Source: an optimization exercise on an open RTL-to-GDS flow (aim: a short achievable clock period and few clock cycles). Production flows keep margins and buffers that such runs may drop. Only simulation tests tie the RTL to the original design; equivalence was not proved. The flow treats the clock pin as an ideal source, which a real chip does not have. Power and IR drop assume default switching activity.

==> design.v <==
package cache_pkg;
  typedef enum logic [1:0] {C_IDLE, C_WB, C_FILL} cache_state_e;
endpackage
module cache_victim_sel
#(
  parameter int WAYS = 2,
  parameter int WB = (WAYS > 1) ? $clog2(WAYS) : 1
) (
  input  logic [WAYS-1:0] valid_i,
  input  logic [WB-1:0]   rr_i,
  output logic [WB-1:0]   victim_o,
  output logic            from_rr_o
);
  always_comb begin
    victim_o = rr_i;
    from_rr_o = 1'b1;
    for (int w = WAYS - 1; w >= 0; w--)
      if (!valid_i[w]) begin
        victim_o = WB'(w);
        from_rr_o = 1'b0;
      end
  end
endmodule
module assoc_cache
#(
  parameter int ADDR_SIZE = 30,
  parameter int WORD_SIZE = 32,
  parameter int BLOCK_OFFSET_BITS = 2,
  parameter int INDEX_BITS = 3,
  parameter int WAYS = 2
) (
  input  logic                                          clk,
  input  logic                                          rst_n,
  input  logic                                          req,
  input  logic                                          we,
  input  logic [WORD_SIZE/8-1:0]                        be,
  input  logic [ADDR_SIZE-1:0]                          addr,
  input  logic [WORD_SIZE-1:0]                          data_w,
  output logic [WORD_SIZE-1:0]                          data_r,
  output logic                                          stall,
  output logic [ADDR_SIZE-BLOCK_OFFSET_BITS-1:0]        mem_addr,
  output logic                                          mem_r,
  output logic                                          mem_w,
  output logic [(WORD_SIZE<<BLOCK_OFFSET_BITS)-1:0]     mem_wdata,
  input  logic [(WORD_SIZE<<BLOCK_OFFSET_BITS)-1:0]     mem_rdata,
  input  logic                                          mem_ready
);
  localparam int TAG_BITS = ADDR_SIZE - BLOCK_OFFSET_BITS - INDEX_BITS;
  localparam int LINE_BITS = WORD_SIZE << BLOCK_OFFSET_BITS;
  localparam int LA = ADDR_SIZE - BLOCK_OFFSET_BITS;
  localparam int SETS = 1 << INDEX_BITS;
  localparam int WB = (WAYS > 1) ? $clog2(WAYS) : 1;
  localparam int BYTES = WORD_SIZE / 8;
  localparam int WPL = 1 << BLOCK_OFFSET_BITS;
  logic [LINE_BITS-1:0] data_q [SETS][WAYS];
  logic [TAG_BITS-1:0]  tag_q [SETS][WAYS];
  logic [WAYS-1:0]      valid_q [SETS];
  logic [WAYS-1:0]      dirty_q [SETS];
  logic [WB-1:0]        rr_q [SETS];
  cache_pkg::cache_state_e state_q;
  logic                 done_q;      
  logic                 stall_q;     
  logic                 from_rr_q;   
  logic [WAYS-1:0]      fsel_q [SETS];
  logic [WAYS-1:0]      lsel_q [SETS];
  logic [TAG_BITS-1:0]  tag;
  logic [INDEX_BITS-1:0] idx;
  logic [BLOCK_OFFSET_BITS-1:0] off;
  logic [WAYS-1:0]      match;
  logic                 hit, lookup, need_wb, fill_end, wdirty;
  logic [WB-1:0]        sel_way;
  logic                 sel_rr;
  logic [WAYS-1:0]      tmatch [SETS];
  logic [SETS-1:0]      set_sel;
  logic [WORD_SIZE-1:0] way_word [WAYS];
  logic [WORD_SIZE-1:0] hit_word;
  logic [BYTES-1:0]     bsel [WPL];
  assign tag = addr[ADDR_SIZE-1 -: TAG_BITS];
  assign idx = addr[BLOCK_OFFSET_BITS +: INDEX_BITS];
  assign off = addr[BLOCK_OFFSET_BITS-1:0];
  assign stall = stall_q;
  always_comb begin
    for (int s = 0; s < SETS; s++) begin
      set_sel[s] = idx == INDEX_BITS'(s);
      for (int w = 0; w < WAYS; w++)
        tmatch[s][w] = valid_q[s][w] & (tag_q[s][w] == tag);
    end
    for (int w = 0; w < WAYS; w++) begin
      match[w] = 1'b0;
      for (int s = 0; s < SETS; s++)
        match[w] = match[w] | (set_sel[s] & tmatch[s][w]);
    end
  end
  assign hit = |match;
  always_comb begin
    hit_word = '0;
    for (int s = 0; s < SETS; s++)
      for (int w = 0; w < WAYS; w++)
        hit_word = hit_word | ({WORD_SIZE{set_sel[s] & tmatch[s][w]}} &
                               data_q[s][w][off*WORD_SIZE +: WORD_SIZE]);
  end
  logic [LA-1:0]        wb_addr [SETS];
  logic [LINE_BITS-1:0] wb_line [SETS];
  logic [SETS-1:0]      wb_need;
  logic [WB-1:0]        set_victim [SETS];
  logic [SETS-1:0]      set_rr;
  logic [LA-1:0]        miss_addr;
  logic [LINE_BITS-1:0] miss_line;
  genvar gs;
  for (gs = 0; gs < SETS; gs++) begin : g_set
    cache_victim_sel #(.WAYS(WAYS), .WB(WB)) u_vs (
      .valid_i  (valid_q[gs]),
      .rr_i     (rr_q[gs]),
      .victim_o (set_victim[gs]),
      .from_rr_o(set_rr[gs])
    );
    assign wb_need[gs] = valid_q[gs][set_victim[gs]] & dirty_q[gs][set_victim[gs]];
    assign wb_addr[gs] = {tag_q[gs][set_victim[gs]], INDEX_BITS'(gs)};
    assign wb_line[gs] = data_q[gs][set_victim[gs]];
  end
  always_comb begin
    sel_way = '0;
    sel_rr = 1'b0;
    miss_addr = '0;
    miss_line = '0;
    for (int s = 0; s < SETS; s++) begin
      miss_addr = miss_addr | ({LA{set_sel[s]}} & (wb_need[s] ? wb_addr[s] : addr[ADDR_SIZE-1:BLOCK_OFFSET_BITS]));
      miss_line = miss_line | ({LINE_BITS{set_sel[s]}} & wb_line[s]);
      sel_way = sel_way | ({WB{set_sel[s]}} & set_victim[s]);
      sel_rr = sel_rr | (set_sel[s] & set_rr[s]);
    end
  end
  assign lookup   = req & (state_q == cache_pkg::C_IDLE) & ~done_q;
  assign need_wb  = |(set_sel & wb_need);
  assign fill_end = (state_q == cache_pkg::C_FILL) & mem_ready;
  assign wdirty   = we & (|be);
  always_comb
    for (int o = 0; o < WPL; o++)
      bsel[o] = (we && off == BLOCK_OFFSET_BITS'(o)) ? be : '0;
  always_ff @(posedge clk or negedge rst_n)
    if (!rst_n) begin
      state_q <= cache_pkg::C_IDLE;
      done_q <= 1'b0;
      for (int s = 0; s < SETS; s++) begin
        lsel_q[s] <= '0;
        valid_q[s] <= '0;
        dirty_q[s] <= '0;
        rr_q[s] <= '0;
      end
    end else begin
      done_q <= (lookup & hit) | fill_end;
      case (state_q)
        cache_pkg::C_IDLE:
          if (lookup & ~hit) state_q <= need_wb ? cache_pkg::C_WB : cache_pkg::C_FILL;
        cache_pkg::C_WB:
          if (mem_ready) state_q <= cache_pkg::C_FILL;
        default:
          if (mem_ready) state_q <= cache_pkg::C_IDLE;
      endcase
      for (int s = 0; s < SETS; s++)
        for (int w = 0; w < WAYS; w++) begin
          lsel_q[s][w] <= (lookup & set_sel[s] & match[w]) | (fill_end & fsel_q[s][w]);
          if (fill_end & fsel_q[s][w]) begin
            valid_q[s][w] <= 1'b1;
            dirty_q[s][w] <= 1'b0;
          end
          if (lsel_q[s][w] & wdirty) dirty_q[s][w] <= 1'b1;
        end
      if (fill_end && from_rr_q && WAYS > 1) rr_q[idx] <= rr_q[idx] + 1'b1;
    end
  always_ff @(posedge clk) begin
    stall_q <= ~((lookup & hit) | fill_end);
    mem_w <= (lookup & ~hit & need_wb) | ((state_q == cache_pkg::C_WB) & ~mem_ready);
    mem_r <= (lookup & ~hit & ~need_wb) | ((state_q == cache_pkg::C_WB) & mem_ready) |
             ((state_q == cache_pkg::C_FILL) & ~mem_ready);
    data_r <= (state_q == cache_pkg::C_FILL) ? mem_rdata[off*WORD_SIZE +: WORD_SIZE] : hit_word;
    mem_wdata <= miss_line;
    mem_addr <= ((state_q == cache_pkg::C_FILL) || (state_q == cache_pkg::C_WB && mem_ready)) ?
                addr[ADDR_SIZE-1:BLOCK_OFFSET_BITS] : miss_addr;
  end
  always_ff @(posedge clk) begin
    if (lookup) begin
      from_rr_q <= sel_rr;
      for (int s = 0; s < SETS; s++)
        for (int w = 0; w < WAYS; w++)
          fsel_q[s][w] <= set_sel[s] & (sel_way == WB'(w));
    end
    for (int s = 0; s < SETS; s++)
      for (int w = 0; w < WAYS; w++) begin
        if (fill_end & fsel_q[s][w]) begin
          data_q[s][w] <= mem_rdata;
          tag_q[s][w] <= tag;
        end
        if (lsel_q[s][w])
          for (int o = 0; o < WPL; o++)
            for (int b = 0; b < BYTES; b++)
              if (bsel[o][b]) data_q[s][w][o*WORD_SIZE + b*8 +: 8] <= data_w[b*8 +: 8];
      end
  end
endmodule
==> flow/run.sh <==
#!/bin/bash
# The standard layout (the standard.sh: ORFS synthesis to finish), with
#  - slow multi-input cells (4-input OR/NOR/AND/NAND, mux4 and the like,
#    listed in dont_use.txt) added to the platform's don't-use list, so that
#    synthesis maps the logic to faster 2- and 3-input gates. No flip-flop is
#    on the list, so the registers are those of the standard synthesis;
#  - up to 8 rounds (ORFS default 5) of antenna repair after detailed routing.
# ORFS writes each step's full log under orfs/logs/; standard.sh's own
# output goes to standard.log.
set -o pipefail
export SETUP_SLACK_MARGIN=$(cat flow/margin.txt)
export POST_CTS_TCL=$PWD/flow/post_cts.tcl
export MAX_REPAIR_ANTENNAS_ITER_DRT=8
base=$(make -s -C "$FLOW_HOME" DESIGN_CONFIG="$PWD/config.mk" WORK_HOME="$PWD/orfs" print-DONT_USE_CELLS 2>/dev/null \
  | sed -n 's/^DONT_USE_CELLS: //p')
# the platform's list as of this writing, should the query above fail
[ -n "$base" ] || base=$(cat flow/platform_dont_use.txt)
echo "platform don't-use: $base" > dont_use.log
bash standard.sh DONT_USE_CELLS="$base $(cat flow/dont_use.txt)" finish > standard.log 2>&1
==> flow/dont_use.txt <==
sky130_fd_sc_hd__a2111o_1 sky130_fd_sc_hd__a2111o_2 sky130_fd_sc_hd__a2111o_4 sky130_fd_sc_hd__a2111oi_0 sky130_fd_sc_hd__a2111oi_1 sky130_fd_sc_hd__a2111oi_2 sky130_fd_sc_hd__a2111oi_4 sky130_fd_sc_hd__a221o_1 sky130_fd_sc_hd__a221o_2 sky130_fd_sc_hd__a221o_4 sky130_fd_sc_hd__a221oi_1 sky130_fd_sc_hd__a221oi_2 sky130_fd_sc_hd__a221oi_4 sky130_fd_sc_hd__a222oi_1 sky130_fd_sc_hd__a311o_1 sky130_fd_sc_hd__a311o_2 sky130_fd_sc_hd__a311o_4 sky130_fd_sc_hd__a311oi_1 sky130_fd_sc_hd__a311oi_2 sky130_fd_sc_hd__a311oi_4 sky130_fd_sc_hd__a31o_1 sky130_fd_sc_hd__a31o_2 sky130_fd_sc_hd__a31o_4 sky130_fd_sc_hd__a31oi_1 sky130_fd_sc_hd__a31oi_2 sky130_fd_sc_hd__a31oi_4 sky130_fd_sc_hd__a32o_1 sky130_fd_sc_hd__a32o_2 sky130_fd_sc_hd__a32o_4 sky130_fd_sc_hd__a32oi_1 sky130_fd_sc_hd__a32oi_2 sky130_fd_sc_hd__a32oi_4 sky130_fd_sc_hd__a41o_1 sky130_fd_sc_hd__a41o_2 sky130_fd_sc_hd__a41o_4 sky130_fd_sc_hd__a41oi_1 sky130_fd_sc_hd__a41oi_2 sky130_fd_sc_hd__a41oi_4 sky130_fd_sc_hd__and4_1 sky130_fd_sc_hd__and4_2 sky130_fd_sc_hd__and4_4 sky130_fd_sc_hd__and4b_1 sky130_fd_sc_hd__and4b_2 sky130_fd_sc_hd__and4b_4 sky130_fd_sc_hd__and4bb_1 sky130_fd_sc_hd__and4bb_2 sky130_fd_sc_hd__and4bb_4 sky130_fd_sc_hd__mux4_1 sky130_fd_sc_hd__mux4_2 sky130_fd_sc_hd__mux4_4 sky130_fd_sc_hd__nand4_1 sky130_fd_sc_hd__nand4_2 sky130_fd_sc_hd__nand4_4 sky130_fd_sc_hd__nand4b_1 sky130_fd_sc_hd__nand4b_2 sky130_fd_sc_hd__nand4b_4 sky130_fd_sc_hd__nand4bb_1 sky130_fd_sc_hd__nand4bb_2 sky130_fd_sc_hd__nand4bb_4 sky130_fd_sc_hd__nor3_1 sky130_fd_sc_hd__nor3_2 sky130_fd_sc_hd__nor3_4 sky130_fd_sc_hd__nor3b_1 sky130_fd_sc_hd__nor3b_2 sky130_fd_sc_hd__nor3b_4 sky130_fd_sc_hd__nor4_1 sky130_fd_sc_hd__nor4_2 sky130_fd_sc_hd__nor4_4 sky130_fd_sc_hd__nor4b_1 sky130_fd_sc_hd__nor4b_2 sky130_fd_sc_hd__nor4b_4 sky130_fd_sc_hd__nor4bb_1 sky130_fd_sc_hd__nor4bb_2 sky130_fd_sc_hd__nor4bb_4 sky130_fd_sc_hd__o2111a_1 sky130_fd_sc_hd__o2111a_2 sky130_fd_sc_hd__o2111a_4 sky130_fd_sc_hd__o2111ai_1 sky130_fd_sc_hd__o2111ai_2 sky130_fd_sc_hd__o2111ai_4 sky130_fd_sc_hd__o221a_1 sky130_fd_sc_hd__o221a_2 sky130_fd_sc_hd__o221a_4 sky130_fd_sc_hd__o221ai_1 sky130_fd_sc_hd__o221ai_2 sky130_fd_sc_hd__o221ai_4 sky130_fd_sc_hd__o311a_1 sky130_fd_sc_hd__o311a_2 sky130_fd_sc_hd__o311a_4 sky130_fd_sc_hd__o311ai_0 sky130_fd_sc_hd__o311ai_1 sky130_fd_sc_hd__o311ai_2 sky130_fd_sc_hd__o311ai_4 sky130_fd_sc_hd__o31a_1 sky130_fd_sc_hd__o31a_2 sky130_fd_sc_hd__o31a_4 sky130_fd_sc_hd__o31ai_1 sky130_fd_sc_hd__o31ai_2 sky130_fd_sc_hd__o31ai_4 sky130_fd_sc_hd__o32a_1 sky130_fd_sc_hd__o32a_2 sky130_fd_sc_hd__o32a_4 sky130_fd_sc_hd__o32ai_1 sky130_fd_sc_hd__o32ai_2 sky130_fd_sc_hd__o32ai_4 sky130_fd_sc_hd__o41a_1 sky130_fd_sc_hd__o41a_2 sky130_fd_sc_hd__o41a_4 sky130_fd_sc_hd__o41ai_1 sky130_fd_sc_hd__o41ai_2 sky130_fd_sc_hd__o41ai_4 sky130_fd_sc_hd__or3_1 sky130_fd_sc_hd__or3_2 sky130_fd_sc_hd__or3_4 sky130_fd_sc_hd__or3b_1 sky130_fd_sc_hd__or3b_2 sky130_fd_sc_hd__or3b_4 sky130_fd_sc_hd__or4_1 sky130_fd_sc_hd__or4_2 sky130_fd_sc_hd__or4_4 sky130_fd_sc_hd__or4b_1 sky130_fd_sc_hd__or4b_2 sky130_fd_sc_hd__or4b_4 sky130_fd_sc_hd__or4bb_1 sky130_fd_sc_hd__or4bb_2 sky130_fd_sc_hd__or4bb_4 
==> flow/margin.txt <==
6.7
==> flow/platform_dont_use.txt <==
sky130_fd_sc_hd__probe_p_8 sky130_fd_sc_hd__probec_p_8 sky130_fd_sc_hd__lpflow_bleeder_1 sky130_fd_sc_hd__lpflow_clkbufkapwr_1 sky130_fd_sc_hd__lpflow_clkbufkapwr_16 sky130_fd_sc_hd__lpflow_clkbufkapwr_2 sky130_fd_sc_hd__lpflow_clkbufkapwr_4 sky130_fd_sc_hd__lpflow_clkbufkapwr_8 sky130_fd_sc_hd__lpflow_clkinvkapwr_1 sky130_fd_sc_hd__lpflow_clkinvkapwr_16 sky130_fd_sc_hd__lpflow_clkinvkapwr_2 sky130_fd_sc_hd__lpflow_clkinvkapwr_4 sky130_fd_sc_hd__lpflow_clkinvkapwr_8 sky130_fd_sc_hd__lpflow_decapkapwr_12 sky130_fd_sc_hd__lpflow_decapkapwr_3 sky130_fd_sc_hd__lpflow_decapkapwr_4 sky130_fd_sc_hd__lpflow_decapkapwr_6 sky130_fd_sc_hd__lpflow_decapkapwr_8 sky130_fd_sc_hd__lpflow_inputiso0n_1 sky130_fd_sc_hd__lpflow_inputiso0p_1 sky130_fd_sc_hd__lpflow_inputiso1n_1 sky130_fd_sc_hd__lpflow_inputiso1p_1 sky130_fd_sc_hd__lpflow_inputisolatch_1 sky130_fd_sc_hd__lpflow_isobufsrc_1 sky130_fd_sc_hd__lpflow_isobufsrc_16 sky130_fd_sc_hd__lpflow_isobufsrc_2 sky130_fd_sc_hd__lpflow_isobufsrc_4 sky130_fd_sc_hd__lpflow_isobufsrc_8 sky130_fd_sc_hd__lpflow_isobufsrckapwr_16 sky130_fd_sc_hd__lpflow_lsbuf_lh_hl_isowell_tap_1 sky130_fd_sc_hd__lpflow_lsbuf_lh_hl_isowell_tap_2 sky130_fd_sc_hd__lpflow_lsbuf_lh_hl_isowell_tap_4 sky130_fd_sc_hd__lpflow_lsbuf_lh_isowell_4 sky130_fd_sc_hd__lpflow_lsbuf_lh_isowell_tap_1 sky130_fd_sc_hd__lpflow_lsbuf_lh_isowell_tap_2 sky130_fd_sc_hd__lpflow_lsbuf_lh_isowell_tap_4
==> flow/post_cts.tcl <==
# Extra setup repair after CTS (sourced by ORFS cts.tcl through POST_CTS_TCL),
# then legalise the placement again as cts.tcl does after its own repair.
log_cmd estimate_parasitics -placement
report_worst_slack -max
for {set i 0} {$i < 3} {incr i} {
  log_cmd repair_timing -setup -setup_margin $::env(SETUP_SLACK_MARGIN) -repair_tns 100 \
    -max_passes 200 -verbose
  report_worst_slack -max
}
log_cmd detailed_placement
check_placement -verbose
log_cmd estimate_parasitics -placement
report_worst_slack -max
==> standard.sh <==
#!/bin/bash
# synth_recipe.tcl (not shown) runs the flow's synth.tcl, then flattens the netlist and writes it again
# the make line also repeats each setting of config.mk as NAME=value (left out here)
make -C /OpenROAD-flow-scripts/flow DESIGN_CONFIG=/design/flow/config.mk WORK_HOME=/design/flow/orfs CLKGATE_MAP_FILE= SYNTH_SCRIPT=/design/flow/synth_recipe.tcl "${@:-finish}"
==> config.mk <==
export PLATFORM = sky130hd
export DESIGN_NAME = assoc_cache
export DESIGN_NICKNAME = assoc_cache
export VERILOG_FILES = /design/flow/design.v
export SDC_FILE = /design/flow/constraint.sdc
export NUM_CORES = 4
export LEC_CHECK = 0
export ABC_CLOCK_PERIOD_IN_PS = 1000
export CAP_MARGIN = 20
export CORE_MARGIN = 2
export CORE_UTILIZATION = 42
export CTS_CLUSTER_DIAMETER = 70
export CTS_CLUSTER_SIZE = 24
export SLEW_MARGIN = 20
==> constraint.sdc <==
create_clock -name core_clock -period 10.0 [get_ports {clk}]
set_input_delay 2.0000 -clock core_clock [delete_from_list [all_inputs] [get_ports {clk}]]
set_output_delay 2.0000 -clock core_clock [all_outputs]
set_load 0.01 [all_outputs]
==> results.py, run 1 <==
metrics = {
    "detailed_routing": {
        "drt_wl_total_um": 842000,
        "first_pass_iters": 10,
        "drt_iter0_drc": 25700,
        "wl_met1_um": 285000,
        "via_per_inst": 6.63,
        "via_count": 146000,
        "wl_met3_um": 120000,
        "ant_nets": 0,
        "top_layer": "met5",
        "drc": 0,
        "wl_met2_um": 332000,
        "wire_per_inst_um": 38.3,
    },
    "worst_setup_path": {
        "cp-end-kind": "output pin",
        "worstSetupStartpointType": "flip-flop",
        "cp_cell_sequence": "buf_6",
        "startpoint": "mem_wdata[62]",
        "worstPathRequired_ns": 8.00,
        "cp_top_family": "flip-flops",
        "critical_path.max_stage_delay_ns": 0.58,
        "crit_buf_inv": 1,
        "crit_arrival_ns": 1.77,
        "crit_path_max_fanout": 1,
        "timing.rr.start": "valid_q[0][0]",
        "crit_type": "flip-flop to output pin",
        "cp_slowest_cell": "dfxtp_4",
    },
    "min_path": {
        "hold_class": "flip-flop to flip-flop",
        "min_from": "dirty_q[4][1]",
    },
    "floorplanning": {
        "rows": 221,
        "dieWidth_um": 606,
        "die_area_um2": 367000,
        "start_util": 0.421,
        "die_y_um": 606,
        "ioPinCount": 390,
        "core_um2": 361000,
    },
    "logic_synthesis": {
        "yosysTopAreaCellShare": 0.295,
        "yosys-top-cells-area": "dfxtp_1, mux2i_1, edfxtp_1",
        "netlist_area_um2": 152000,
        "ys.flop_type": "dfxtp_1",
        "syn_inst": 17400,
        "synth_seq_area_share": 0.386,
        "yosys_register_bits": 2715,
        "syn-num-nets": 17600,
        "yosys.area.top_type": "dfxtp_1",
        "synth_edf_count": 417,
        "yosys_warnings": 25,
        "avgSynthCellArea_um2": 8.73,
        "synthArstFlopShare": 0.0217,
        "yosysUniqueCellTypes": 53,
    },
    "pwr": {
        "pwr_density_cell_nw_per_um2": 300,
        "peakVddDrop_v": 0.000249,
        "power.leakage_nw": 67.2,
    },
    "sta": {
        "timing.fmax_ghz": 0.265,
        "finalSetupTns_ns": 0,
        "rsz0062_at_grt": "yes",
        "min_period_ns": 3.77,
        "final.period_utilization": 0.377,
        "setup_violations": 0,
        "slew_violations": 0,
        "fin_worst_skew_ns": 0.130,
        "hold_viol": 0,
        "max-slew-margin-rel": 0.116,
        "worst_pin_slew_ns": 1.33,
    },
    "global_route": {
        "grt_first_pass_wirelength_um": 1110000,
        "grt.total_usage": 0.434,
        "grt.overflow.total": 0,
        "antenna_found_initial": 123,
        "grt_pass1_vias": 129000,
        "grt_max_degree": 96,
    },
    "placement": {
        "placed_area_um2": 156000,
        "gp_congestion": 0.956,
        "portBuffers": 389,
        "post-dp-hpwl_um": 453000,
    },
    "layout": {
        "drive_above_1_share": 0.149,
        "area.growth.synth_to_final_pct": 17.3,
        "fin_area_um2": 178000,
        "fillCellCount": 33800,
        "finalNetCount": 17100,
    },
    "clock_network": {
        "clkSinkCount": 2715,
        "tritoncts": "done",
        "clk_pin_slew_ns": 0.10,
        "worstSkewPairLatency_ns": 1.06,
    },
    "run_status": {
        "status": "timing/DRC/antenna clean",
    },
    "job": {
        "maxCapViolations": 0,
    },
}
[sequential cells by signal, summed over array words and instances, names as in the netlist]
name	cells
mem_r	1
dirty_q	16
state_q	2
mem_wdata	128
stall_q	1
valid_q	16
tag_q	400
data_r	32
done_q	1
mem_addr	28
mem_w	1
rr_q	8
lsel_q	16
fsel_q	16
data_q	2048
from_rr_q	1
[power breakdown]
group | internal [mW] | leakage [nW] | switching (mW)
Sequential | 16.4 | 23.4 | 4.50
Clock | 4.14 | 3.31 | 5.12
Combinational | 9.34 | 40.5 | 14.0
Total | 29.8 | 67.2 | 23.6
[path summary, 6_finish.rpt]
| check | end | slack [ns] | depth (start not counted) |
|---|---|---|---|
| worst max-delay path | mem_wdata[62] | 6.23 | 1 |
| worst min-delay path | dirty_q[4][1] | 0.52 | 1 |
| worst max register to register | mem_wdata[87] | 6.55 | 7 |
| worst min register to register | dirty_q[4][1] | 0.52 | 1 |
| max in group asynchronous | lsel_q[4][0] | 8.09 | 2 |
| min in group asynchronous | valid_q[7][0] | 1.19 | 2 |
[per-stage QoR]
stage               hold slack [ns]  cells  setup slack [ns]  total power [mW]   util
floorplan                     0.459  17400              6.40              33.0      -
global placement              0.491  21000              3.83              40.7  0.432
detailed placement            0.492  21000              3.81              41.1  0.433
global route                  0.533  22000              6.24              54.9  0.494
finish                        0.515  22000              6.23              53.5  0.494
[synthesized netlist by cell type (6+ instances only)]
cell type,number
edfxtp_1,417
and3_1,96
inv_2,8
a22oi_1,64
nand3_1,339
mux2i_1,3651
and2_1,19
nor2b_1,431
or2_2,9
nor2_1,2235
o21ai_1,28
o21ai_0,711
dfrtp_1,59
a22o_1,27
clkinv_1,8
clkbuf_1,1013
mux2_2,115
buf_6,160
inv_1,13
a21o_1,25
dfxtp_1,2239
o21ai_2,7
o22ai_1,668
nand3_2,7
a211oi_1,585
xnor2_1,181
a211oi_2,23
buf_1,79
a21oi_1,2077
xor2_1,219
buf_4,108
nand2_1,1270
clkbuf_2,6
o2bb2ai_1,11
buf_2,484
[metal layers]
metal,vias to the layer above,global-route usage
met2,12400,0.598
met1,68900,0.502
li1,60700,-
met5,-,0.0101
met4,45,0.438
met3,3794,0.167
[area by class of cell]
type / count / area, µm² / area share
timing repair inverter: 36 / 315 / 0.00177
timing repair buffer: 1106 / 16200 / 0.0905
clock buffer: 214 / 5040 / 0.0283
antenna: 105 / 263 / 0.00147
inverter: 29 / 427 / 0.00239
tap: 4794 / 6000 / 0.0336
multi-input combinational: 12900 / 89300 / 0.500
sequential: 2715 / 59200 / 0.332
clock inverter: 145 / 1810 / 0.0102
[cells in the final DEF, fill, tap and decap left out, types with 40 or more instances in the layout]
cell type        count
edfxtp_1           417
nor2b_1            430
inv_6               72
o22ai_1            654
buf_12             152
dfxtp_1           2088
buf_16             102
buf_6              202
a211oi_1           380
buf_4              290
nand2_2            110
nand3_1            295
a21oi_1           2068
xnor2_1            148
and3_4              62
dfxtp_2             98
o21ai_0            704
xor2_1             183
bufbuf_16           81
dfrtp_1             40
clkbuf_16          245
dfxtp_4             53
diode_2            105
clkdlybuf4s50_1    133
nor2_4              58
nor2_1            2146
a22oi_1             54
mux2i_1           3603
nand2_4             98
mux2_2             115
a211oi_2           203
buf_2               75
nand2_1           1054
[cell families (layout without fill, tap and decap cells)]
family	after synthesis	in the layout	synth area share
AOI/OAI and AO/OA	4242	4248	0.159
xor gates and xnor gates	400	400	0.0230
buffers and inverters	1883	1530	0.0613
DFF	2715	2715	0.386
muxes	3766	3766	0.249
other	0	105	0
and+or+nand+nor	4422	4438	0.122
[worst register-to-register path: cells and delay by family (launching register included)]
kind	cells	cell delay, ns
AOI/OAI and AO/OA	2	0.40
DFF	1	0.59
buffers and inverters	2	1.20
muxes	1	0.36
and+or+nand+nor	2	0.63
Testbench counts, summed over its fixed seeds: cycles 112,532.
==> run 2, diff against run 1 <==
--- a/flow/run.sh
+++ b/flow/run.sh
@@ -1,9 +1,10 @@
 #!/bin/bash
 # The standard layout (the standard.sh: ORFS synthesis to finish), with
+#  - each flip-flop that drives an output port moved next to the port's
+#    buffer before detailed placement (pre_dpl.tcl);
 #  - slow multi-input cells (4-input OR/NOR/AND/NAND, mux4 and the like,
 #    listed in dont_use.txt) added to the platform's don't-use list, so that
 #    synthesis maps the logic to faster 2- and 3-input gates. No flip-flop is
-#    on the list, so the registers are those of the standard synthesis;
-#  - up to 8 rounds (ORFS default 5) of antenna repair after detailed routing.
+#    on the list, so the registers are those of the standard synthesis.
 # ORFS writes each step's full log under orfs/logs/; standard.sh's own
 # output goes to standard.log.
@@ -11,5 +12,5 @@
 export SETUP_SLACK_MARGIN=$(cat flow/margin.txt)
 export POST_CTS_TCL=$PWD/flow/post_cts.tcl
-export MAX_REPAIR_ANTENNAS_ITER_DRT=8
+export PRE_DETAIL_PLACE_TCL=$PWD/flow/pre_dpl.tcl
 base=$(make -s -C "$FLOW_HOME" DESIGN_CONFIG="$PWD/config.mk" WORK_HOME="$PWD/orfs" print-DONT_USE_CELLS 2>/dev/null \
   | sed -n 's/^DONT_USE_CELLS: //p')
==> flow/pre_dpl.tcl (new file) <==
# Sourced by ORFS detail_place.tcl through PRE_DETAIL_PLACE_TCL, before
# detailed placement: every output port is driven by a flip-flop through the
# port's buffer; move each such flip-flop onto its port buffer, so that the
# flip-flop-to-port wire is short. Detailed placement then legalises them.
set block [ord::get_db_block]
set moved 0
foreach bterm [$block getBTerms] {
  if {[$bterm getIoType] != "OUTPUT"} { continue }
  set net [$bterm getNet]
  if {$net == "NULL"} { continue }
  set buf ""
  foreach it [$net getITerms] {
    if {[$it isOutputSignal]} { set buf [$it getInst] }
  }
  if {$buf == ""} { continue }
  set n2 ""
  foreach it [$buf getITerms] {
    if {[$it isInputSignal]} { set n2 [$it getNet] }
  }
  if {$n2 == "" || $n2 == "NULL"} { continue }
  set ff ""
  set nsinks 0
  foreach it [$n2 getITerms] {
    if {[$it isOutputSignal]} { set ff [$it getInst] } else { incr nsinks }
  }
  if {$ff == "" || $nsinks != 1} { continue }
  if {![string match "sky130_fd_sc_hd__df*" [[$ff getMaster] getName]]} { continue }
  set loc [$buf getLocation]
  $ff setLocation [lindex $loc 0] [lindex $loc 1]
  incr moved
}
puts "pre_dpl: moved $moved output flip-flops next to their port buffers"
--- a/config.mk
+++ b/config.mk
@@ -9,5 +9,5 @@
 export CAP_MARGIN = 20
 export CORE_MARGIN = 2
-export CORE_UTILIZATION = 42
+export CORE_UTILIZATION = 40
 export CTS_CLUSTER_DIAMETER = 70
 export CTS_CLUSTER_SIZE = 24
==> run 2 against run 1 <==
Compared with the run above: register-to-register slack got worse by 0.06 ns; largest power group unchanged; clock skew is 0.015 ns lower; clock-buffer cell count grew 10; critical path depth rose by 16; clock power grew 3.7%; combinational power is 2% higher; sequential power decreased by 2%; power rose by 0.72%; sequential share of layout area down 0.52 points; die area rose by 5.0%.
==> results.py, run 2 <==
metrics = {
    "run_status": {
        "status": "timing/DRC/antenna clean",
    },
    "placement": {
        "gp_congestion": 0.969,
        "dp_slack_ns": 3.48,
        "dp.cells": 21300,
        "portBuffers": 389,
        "placed_area_um2": 157000,
        "post-dp-hpwl_um": 454000,
    },
    "logic_synthesis": {
        "netlist_area_um2": 152000,
        "synth_edf_count": 417,
        "avgSynthCellArea_um2": 8.73,
        "ys.flop_type": "dfxtp_1",
        "synthArstFlopShare": 0.0217,
        "yosys_register_bits": 2715,
        "yosysUniqueCellTypes": 53,
        "synth_common_cells": "mux2i_1, dfxtp_1, nor2_1",
        "syn-num-nets": 17600,
        "yosys_warnings": 25,
        "yosys.area.top_type": "dfxtp_1",
        "syn_inst": 17400,
        "synth_seq_area_share": 0.386,
        "yosysTopAreaCellShare": 0.295,
        "yosys-top-cells-area": "dfxtp_1, mux2i_1, edfxtp_1",
        "synth.most_common_cell": "mux2i_1",
    },
    "worst_setup_path": {
        "rrSetupSlack_ns": 6.49,
        "startpoint": "addr[9]",
        "crit_arrival_ns": 4.67,
        "cp-end-kind": "flip-flop",
        "crit_type": "input port to flip-flop",
        "crit_path_max_fanout": 6,
        "worstSetupEndpoint": "data_r[15]",
        "r2r_cells": 6,
        "timing.rr.start": "valid_q[2][0]",
        "worstSetupStartpointType": "input port",
        "reg2reg_to": "mem_wdata[9]",
        "worstPathRequired_ns": 10.95,
    },
    "clock_network": {
        "worstSkewPairLatency_ns": 1.09,
        "tritoncts": "done",
        "clkSinkCount": 2715,
        "clk_pin_slew_ns": 0.09,
    },
    "floorplanning": {
        "ioPinCount": 390,
        "die_y_um": 621,
        "start_util": 0.402,
        "dieWidth_um": 621,
        "die_area_um2": 385000,
        "core_um2": 379000,
        "rows": 226,
    },
    "sta": {
        "fin_worst_skew_ns": 0.115,
        "max-slew-margin-rel": 0.0843,
        "timing.fmax_ghz": 0.269,
        "slew_violations": 0,
        "hold_viol": 0,
        "final.period_utilization": 0.372,
        "setup_violations": 0,
        "holdWs_ns": 0.504,
        "worst_pin_slew_ns": 1.37,
        "finalSetupTns_ns": 0,
        "worst_slack_ns": 6.28,
        "rsz0062_at_grt": "yes",
        "min_period_ns": 3.72,
    },
    "detailed_routing": {
        "first_pass_iters": 11,
        "wire_per_inst_um": 37.5,
        "via_per_inst": 6.56,
        "drt_iter0_drc": 26300,
        "via_count": 147000,
        "drt_wl_total_um": 839000,
        "drc": 0,
        "ant_nets": 0,
    },
    "global_route": {
        "antenna_found_initial": 155,
        "grt.total_usage": 0.413,
        "grt_first_pass_wirelength_um": 1110000,
        "grt_max_degree": 108,
        "grt.overflow.total": 0,
        "grt_pass1_vias": 130000,
    },
    "layout": {
        "area.growth.synth_to_final_pct": 18.8,
        "largest_registers": "data_q: 2048 flops, tag_q: 400 flops, mem_wdata: 128 flops",
        "layout_common_cells": "mux2i_1, nor2_1, dfxtp_1",
        "fin_cells": 22400,
        "largest_reg_flops": 2048,
        "regMostFlops": "data_q",
        "finalNetCount": 17200,
        "fin_area_um2": 181000,
        "fillCellCount": 35700,
        "fin_util": 0.477,
        "final_common_cell": "mux2i_1",
        "drive_above_1_share": 0.153,
    },
    "pwr": {
        "pwr_density_cell_nw_per_um2": 298,
        "peakVddDrop_v": 0.000236,
        "total_power_mw": 53.9,
        "power.leakage_nw": 67.8,
    },
    "job": {
        "maxCapViolations": 0,
    },
    "min_path": {
        "hold_class": "flip-flop to flip-flop",
        "hold_depth": 1,
    },
}
==> run 2: worst max-delay path: stages <==
cell and delay (ns):
buf_12 0.11, buf_12 0.14, buf_12 0.15, xnor2_4 0.29, and3_4 0.26, nand3_4 0.08
nor2_4 0.12, nand3_4 0.08, buf_12 0.15, buf_12 0.14, buf_12 0.15, buf_16 0.19
a211oi_2 0.22, nor2_1 0.07, nand3_1 0.12, nor2_2 0.06, a21oi_4 0.26
==> run 2: layer usage <==
layer / track usage / vias up / share of wire
li1: - / 60900 / -
met1: 0.477 / 69400 / 0.34
met2: 0.575 / 12600 / 0.40
met3: 0.164 / 3822 / 0.14
met4: 0.390 / 56 / 0.12
met5: 0.0148 / - / 0.0010
==> run 2: final cells by class <==
type | instances | area [µm²] | share of cell area
Timing Repair inverter | 33 | 292 | 0.00161
Multi-Input combinational cell | 12800 | 89500 | 0.495
Antenna cell | 216 | 541 | 0.00299
Sequential cell | 2715 | 59000 | 0.326
Clock inverter | 160 | 1990 | 0.0110
Tap cell | 5016 | 6280 | 0.0347
Inverter | 29 | 453 | 0.00251
Clock buffer | 224 | 5340 | 0.0295
Timing Repair Buffer | 1153 | 17400 | 0.0962
==> run 2: cell families (layout without fill, tap and decap cells) <==
| logic type | after synthesis | in the layout | synth area share |
|---|---|---|---|
| AOI/OAI and AO/OA | 4242 | 4248 | 0.159 |
| xor gates and xnor gates | 400 | 400 | 0.0230 |
| buffers and inverters | 1883 | 1599 | 0.0613 |
| DFF | 2715 | 2715 | 0.386 |
| muxes | 3766 | 3766 | 0.249 |
| other | 0 | 216 | 0 |
| and+or+nand+nor | 4422 | 4430 | 0.122 |
==> run 2: where the power goes <==
| group | internal [mW] | switching [mW] | leakage [nW] |
|---|---|---|---|
| Combinational | 9.45 | 14.4 | 40.9 |
| Clock | 4.32 | 5.29 | 3.53 |
| Sequential | 16.3 | 4.05 | 23.4 |
| Total | 30.1 | 23.8 | 67.8 |
==> run 2: how the worst min path moves through the flow <==
stage,startpoint,endpoint,slack (ns)
2_1_floorplan,valid_q[4][1],valid_q[4][1],0.46
6_report,lsel_q[0][1],dirty_q[0][1],0.50
3_5_place_dp,lsel_q[0][1],dirty_q[0][1],0.49
5_1_grt,lsel_q[0][1],dirty_q[0][1],0.52
3_3_place_gp,lsel_q[0][1],dirty_q[0][1],0.48
==> run 3, diff against run 2 <==
--- a/flow/run.sh
+++ b/flow/run.sh
@@ -1,10 +1,11 @@
 #!/bin/bash
 # The standard layout (the standard.sh: ORFS synthesis to finish), with
-#  - each flip-flop that drives an output port moved next to the port's
-#    buffer before detailed placement (pre_dpl.tcl);
+#  - each flip-flop that drives an output port other than data_r moved next
+#    to the port's buffer before detailed placement (pre_dpl.tcl);
 #  - slow multi-input cells (4-input OR/NOR/AND/NAND, mux4 and the like,
 #    listed in dont_use.txt) added to the platform's don't-use list, so that
 #    synthesis maps the logic to faster 2- and 3-input gates. No flip-flop is
-#    on the list, so the registers are those of the standard synthesis.
+#    on the list, so the registers are those of the standard synthesis;
+#  - up to 8 rounds (ORFS default 5) of antenna repair after detailed routing.
 # ORFS writes each step's full log under orfs/logs/; standard.sh's own
 # output goes to standard.log.
@@ -12,4 +13,5 @@
 export SETUP_SLACK_MARGIN=$(cat flow/margin.txt)
 export POST_CTS_TCL=$PWD/flow/post_cts.tcl
+export MAX_REPAIR_ANTENNAS_ITER_DRT=8
 export PRE_DETAIL_PLACE_TCL=$PWD/flow/pre_dpl.tcl
 base=$(make -s -C "$FLOW_HOME" DESIGN_CONFIG="$PWD/config.mk" WORK_HOME="$PWD/orfs" print-DONT_USE_CELLS 2>/dev/null \
--- a/flow/pre_dpl.tcl
+++ b/flow/pre_dpl.tcl
@@ -3,8 +3,11 @@
 # port's buffer; move each such flip-flop onto its port buffer, so that the
 # flip-flop-to-port wire is short. Detailed placement then legalises them.
+# data_r's flip-flops stay where global placement put them: their input
+# logic (the tag compare and the word select) is the longer path.
 set block [ord::get_db_block]
 set moved 0
 foreach bterm [$block getBTerms] {
   if {[$bterm getIoType] != "OUTPUT"} { continue }
+  if {[string match "data_r*" [$bterm getName]]} { continue }
   set net [$bterm getNet]
   if {$net == "NULL"} { continue }
==> run 3 against run 2 <==
Compared with the run above: utilization about the same; final cell count increased by 0.23%; largest cell class unchanged; via count increased by 0.22%; still clean on timing, DRC and antenna; register-to-register slack got worse by 0.22 ns; sequential share of layout area increased by 0.065 points; non-clock buffer count increased by 33.
==> results.py, run 3 <==
metrics = {
    "worst_setup_path": {
        "cp-end-kind": "flip-flop",
        "worstSetupStartpointType": "input port",
        "crit_type": "input port to flip-flop",
        "crit_path_max_fanout": 50,
        "worstPathRequired_ns": 10.72,
        "crit_arrival_ns": 4.45,
    },
    "logic_synthesis": {
        "synthAdderAreaFrac": 0,
        "syn-num-nets": 17600,
        "yosys.area.top_type": "dfxtp_1",
        "synth_common_cells": "mux2i_1, dfxtp_1, nor2_1",
        "synth_simple_gate_area_frac": 0.122,
        "yosys_warnings": 25,
        "yosys_register_bits": 2715,
        "synth_mux_area_frac": 0.249,
        "synth-xor-area-share": 0.0230,
        "synth_compound_area_frac": 0.159,
        "synthArstFlopShare": 0.0217,
        "yosys-top-cells-area": "dfxtp_1, mux2i_1, edfxtp_1",
        "synth.most_common_cell": "mux2i_1",
        "yosysUniqueCellTypes": 53,
        "synth_top_family_by_area": "multiplexers",
        "synth_edf_count": 417,
        "synth_seq_area_share": 0.386,
        "yosysTopAreaCellShare": 0.295,
        "ys.flop_type": "dfxtp_1",
        "syn_inst": 17400,
        "netlist_area_um2": 152000,
        "avgSynthCellArea_um2": 8.73,
    },
    "sta": {
        "final.period_utilization": 0.373,
        "hold_viol": 0,
        "worst_pin_slew_ns": 1.47,
        "min_period_ns": 3.73,
        "timing.fmax_ghz": 0.268,
        "fin_worst_skew_ns": 0.135,
        "max-slew-margin-rel": 0.0219,
        "holdWs_ns": 0.467,
        "rsz0062_at_grt": "yes",
        "finalSetupTns_ns": 0,
        "worst_slack_ns": 6.27,
        "slew_violations": 0,
        "setup_violations": 0,
    },
    "floorplanning": {
        "dieWidth_um": 621,
        "die_y_um": 621,
        "die_area_um2": 385000,
        "rows": 226,
        "start_util": 0.402,
        "ioPinCount": 390,
        "core_um2": 379000,
    },
    "min_path": {
        "hold_class": "flip-flop to flip-flop",
    },
    "clock_network": {
        "clkSinkCount": 2715,
        "tritoncts": "done",
        "clk_pin_slew_ns": 0.08,
        "worstSkewPairLatency_ns": 1.10,
    },
    "global_route": {
        "grt_pass1_vias": 129000,
        "grt_first_pass_wirelength_um": 1100000,
        "grt.total_usage": 0.408,
        "antenna_found_initial": 143,
        "grt.overflow.total": 0,
        "grt_max_degree": 108,
    },
    "layout": {
        "largest_reg_flops": 2048,
        "fin_util": 0.477,
        "layout_common_cells": "mux2i_1, nor2_1, dfxtp_1",
        "finalNetCount": 17200,
        "fillCellCount": 35500,
        "drive_above_1_share": 0.152,
        "area.growth.synth_to_final_pct": 18.7,
        "fin_area_um2": 181000,
        "final_common_cell": "mux2i_1",
        "final-seq-area_um2": 59100,
        "regMostFlops": "data_q",
        "largest_registers": "data_q: 2048 flops, tag_q: 400 flops, mem_wdata: 128 flops",
        "multiInputGateArea_um2": 89300,
    },
    "detailed_routing": {
        "drt_wl_total_um": 838000,
        "wire_per_inst_um": 37.4,
        "via_per_inst": 6.56,
        "via_count": 147000,
        "drc": 0,
        "first_pass_iters": 17,
        "ant_nets": 0,
        "drt_iter0_drc": 25600,
    },
    "placement": {
        "dp_slack_ns": 3.89,
        "placed_area_um2": 157000,
        "gp_congestion": 0.969,
        "portBuffers": 389,
        "post-dp-hpwl_um": 454000,
    },
    "pwr": {
        "p_sw_frac": 0.436,
        "p_seq_frac": 0.381,
        "p_clk_frac": 0.182,
        "peakVddDrop_v": 0.000206,
        "power.leakage_nw": 68.5,
        "pwr_density_cell_nw_per_um2": 298,
        "comb_power_share": 0.437,
        "intPower_mw": 30.4,
        "switching_power_mw": 23.5,
    },
    "job": {
        "maxCapViolations": 0,
    },
    "run_status": {
        "status": "timing/DRC/antenna clean",
    },
}
[run 3: cell counts after synthesis]
No cell type changed its count.
[run 3: final timing paths]
check                        startpoint       endpoint  depth (start not counted)  slack (ns)
min reg2reg                lsel_q[2][0]  dirty_q[2][0]                          1        0.47
max                             addr[3]  mem_wdata[40]                          8        6.27
max reg2reg                     rr_q[3]  mem_wdata[40]                          6        6.27
max in group asynchronous         rst_n   lsel_q[5][1]                          2        8.12
min                        lsel_q[2][0]  dirty_q[2][0]                          1        0.47
min in group asynchronous         rst_n        rr_q[3]                          2        1.16
[run 3: cell families after synthesis]
| kind of cell | Yosys count |
|---|---|
| AND/OR/NAND/NOR | 4422 |
| AO/OA/AOI/OAI | 4242 |
| flip-flops | 2715 |
| buffers and inverters | 1883 |
| XOR/XNOR | 400 |
| multiplexers | 3766 |
[run 3: layout make-up]
cell class	instances	area share
inverter	29	0.00229
antenna	230	0.00319
sequential	2715	0.327
timing repair inverter	35	0.00175
timing repair buffer	1186	0.0951
tap	5016	0.0347
clock inverter	149	0.0114
clock buffer	234	0.0303
multi-input combinational	12800	0.494
[run 3: per-layer routing]
| metal | GRT usage | vias up | routed length (µm) |
|---|---|---|---|
| met1 | 0.480 | 69500 | 287000 |
| met2 | 0.570 | 12700 | 331000 |
| met3 | 0.152 | 3777 | 120000 |
| li1 | - | 61000 | - |
| met4 | 0.383 | 75 | 98800 |
| met5 | 0.00669 | - | 1570 |
[run 3: critical path, cell delays in order]
cell and delay [ns]:
buf_12 0.20, nor2_4 0.08, buf_4 0.16, nand2_8 0.32
buf_16 0.40, o22ai_1 0.20, nor2_4 0.52, nand2_4 0.39
[run 3: power groups by stage]
stage          clock network, mW  registers, mW  logic, mW
3_5_place_dp                   0           20.3       20.7
6_report                    9.82           20.5       23.5
2_1_floorplan                  0           19.1       13.8
5_1_grt                     10.1           21.0       24.2
3_3_place_gp                   0           20.4       20.1
[run 3: per-stage QoR]
step	cells	power, mW
2_1_floorplan	17400	33.0
3_3_place_gp	21300	40.5
3_5_place_dp	21300	41.0
5_1_grt	22400	55.3
6_report	22400	53.9

## afterwards: timing with drivers on the ports
Ports are ideal in the flow. The routed layouts listed here were re-timed in OpenROAD. Step 1, drivers: a clkbuf_16 drives clk and a buf_2 each remaining input, both assumed. Step 2 times the ports against the registers' clock, not the clock port: input delays grow and output delays shrink by t, the midpoint of the rising clock arrivals with the driver on. Slacks: ideal / step 1 / step 2; pairs: ideal / step 1.
run	shift t [ns]	slack for setup (ns)	cell pins on the clock port's net
run 1	1.127	6.231 / 6.098 / 5.030	1
run 2	1.160	6.278 / 6.049 / 4.889	1
run 3	1.159	6.265 / 6.142 / 5.078	1
After both steps setup and hold are still met in every run listed. For run 2, which loses most, drivers alone change the setup slack by -0.229 ns; drivers and shift together by -1.389 ns.
